Background: an optimization exercise with open tools, aiming at small area, a short achievable clock period and few clock cycles per item. Do not read the settings as production practice.
Only simulation tests tie the RTL to the original design; equivalence was not proved.
The clock port is modelled as an ideal driver; clocking choices that lean on that would not hold on a real chip.
Power figures rest on the tool's default switching activity, not on a simulated workload.

== juniper ==
==> flow/design.v (excerpt) <==
module afu_region_top (
   input  logic                   i_clk,
   input  logic                   i_arst_n,
   input  logic                   i_req,
   input  logic [3-1:0]  i_req_pid,
   input  logic [1:0]             i_req_op,
   input  logic [4-1:0] i_req_addr,
   input  logic [64-1:0] i_req_wdata,
   output logic                   o_ack,
   output logic [64-1:0] o_rsp_rdata,
   output afu_region_pkg::afu_status_e            o_rsp_status
);
Size in the first run: ~1,300 cells after synthesis, ~140 I/O pins.
Settings: LEC_CHECK=0, CAP_MARGIN=20, CORE_MARGIN=2, CORE_UTILIZATION=65, CTS_CLUSTER_DIAMETER=100, CTS_CLUSTER_SIZE=30, PLACE_DENSITY=0.75, SETUP_SLACK_MARGIN=2.2, SLEW_MARGIN=20, SYNTH_HIERARCHICAL=1; clock period 4.0 ns.
standard.sh (not shown) runs the stock make flow with config.mk's settings and CLKGATE_MAP_FILE= SYNTH_SCRIPT=/design/flow/synth_recipe.tcl, a recipe that flattens the netlist after the stock synthesis.
==> flow/flow/run.sh <==
#!/bin/bash
set -euo pipefail
here=$(cd "$(dirname "${BASH_SOURCE[0]}")" && pwd)
export BUFFER_PORTS_ARGS="-buffer_cell sky130_fd_sc_hd__buf_1"
export POST_CTS_TCL="$here/post_cts.tcl"
bash standard.sh > standard.log 2>&1
==> flow/flow/post_cts.tcl <==
set block [ord::get_db_block]
set clk_net [$block findNet i_clk]
set removed 0
foreach it [$clk_net getITerms] {
  set inst [$it getInst]
  set master [[$inst getMaster] getName]
  if {![string match "sky130_fd_sc_hd__clkbuf_*" $master]} { continue }
  set out_net ""
  foreach oit [$inst getITerms] {
    if {[$oit isOutputSignal]} { set out_net [$oit getNet] }
  }
  if {$out_net eq ""} { continue }
  set loads {}
  set all_bufs 1
  foreach lit [$out_net getITerms] {
    if {[$lit getInst] eq $inst} { continue }
    lappend loads $lit
    if {![string match "sky130_fd_sc_hd__clkbuf_*" [[[$lit getInst] getMaster] getName]]} { set all_bufs 0 }
  }
  set port_pins [expr {[llength [$clk_net getITerms]] - 1 + [llength $loads]}]
  if {!$all_bufs || $port_pins > 4 || [llength [$out_net getBTerms]] > 0} { continue }
  puts "post_cts: removing clock root buffer [$inst getName] ($master), port now drives $port_pins pins"
  foreach lit $loads {
    $lit disconnect
    $lit connect $clk_net
  }
  $it disconnect
  odb::dbInst_destroy $inst
  odb::dbNet_destroy $out_net
  incr removed
  break
}
if {$removed} {
  estimate_parasitics -placement
  report_clock_skew
  report_worst_slack -max
  report_worst_slack -min
}
Every stage of the flow completed for juniper, and the final layout passed the timing, DRC and antenna checks.
Testbench counts of juniper, summed over its fixed seeds: cycles 6,400, items 3,200.
The following lists how ember was set up differently from juniper:
==> flow/flow/run.sh <==
#!/bin/bash
set -euo pipefail
here=$(cd "$(dirname "${BASH_SOURCE[0]}")" && pwd)
export BUFFER_PORTS_ARGS="-buffer_cell sky130_fd_sc_hd__buf_2"
export POST_CTS_TCL="$here/post_cts.tcl"
export REMOVE_ABC_BUFFERS=1
bash standard.sh > standard.log 2>&1
Notes after the runs:
- Of ember and juniper, juniper shows the higher wire length of the first global-routing pass, with ember below it.
- ember vs juniper, cell with the biggest individual delay on the critical path: nor3b_2 vs nor2_2
- Per the comparison of ember with juniper, number of global-route vias before repair dropped about 1%; wire length on met1 dropped 1.3%.
- For power consumed by the clock network, juniper and ember come out practically identical.
Modified inputs, zinc compared to ember
Settings: SETUP_SLACK_MARGIN: 2.2 -> 2.4.
==> flow/flow/run.sh <==
#!/bin/bash
set -euo pipefail
here=$(cd "$(dirname "${BASH_SOURCE[0]}")" && pwd)
export BUFFER_PORTS_ARGS="-buffer_cell sky130_fd_sc_hd__buf_2"
export POST_CTS_TCL="$here/post_cts.tcl"
bash standard.sh > standard.log 2>&1
## What came out
All of ember and zinc finish clean.
Count of clock-buffer cells in the layout, ember and zinc: lower on ember
When zinc is set beside ember, its clock network fraction of total power turns out to be 0.3 points smaller.
Compare ember and zinc | worst max-slew margin expressed relative to the limit higher: zinc
zinc vs. ember: count of fill cells added during filler insertion went down by 325.
Diff ember -> zinc: worst IR drop on VDD moved down; final standard cell area without fillers increased about 8%; placed wire-length estimate after detailed placement has increased.
The ratio of routed vias to standard cells number comes out lower for ember vs zinc.
--- input diff zinc..yarrow ---
Settings: SETUP_SLACK_MARGIN changed from 2.4 to 2.3.
### Flow results
- met1 layer wirelength in the final routing of yarrow falls short of that of zinc by a few percent.
- Comparing the two runs side by side, yarrow comes out ahead of zinc on shortest period the worst path allows.
- Re layout clock buffer count: no difference whatsoever between zinc and yarrow.
- Final area went down by a few percent going from zinc to yarrow.
- zinc → yarrow: leakage power summed over all cells has decreased; share of power burned in registers now larger; combined area of the multi-input logic cells down about 7%; hold slack climbed 0.0051 ns.

what the ideal ports hide:
Ports are ideal in the flow. The routed layouts listed here were re-timed in OpenROAD. Step 1 sets driving cells, clkbuf_16 on the clock port and buf_2 on the other inputs (assumed; they add their load-dependent delay and slew). Step 2 adds t to the input delays and takes it off the output delays; t is the mean of the earliest and latest rising clock arrival at the registers after step 1. Input paths then give back, and output paths get back, about the clock's delay inside the block. Three values: ideal, step 1, step 2; two values: the first two.
run	t (ns)	setup WS [ns]	hold WS [ns]	worst register clock-pin slew, ns	worst data-port slew with drivers (ns)
juniper	0.514	2.160 / 2.160 / 1.676	0.418 / 0.375 / 0.458	0.12 / 0.12	0.06
ember	0.510	2.208 / 2.168 / 1.681	0.435 / 0.394 / 0.471	0.11 / 0.11	0.08
zinc	0.523	2.160 / 2.086 / 1.609	0.423 / 0.380 / 0.483	0.12 / 0.12	0.31
yarrow	0.510	2.183 / 2.117 / 1.651	0.428 / 0.382 / 0.481	0.12 / 0.12	0.14
After both steps setup and hold are still met in every run listed. For zinc, which loses most, drivers alone change the setup slack by -0.074 ns; drivers and shift together by -0.551 ns.
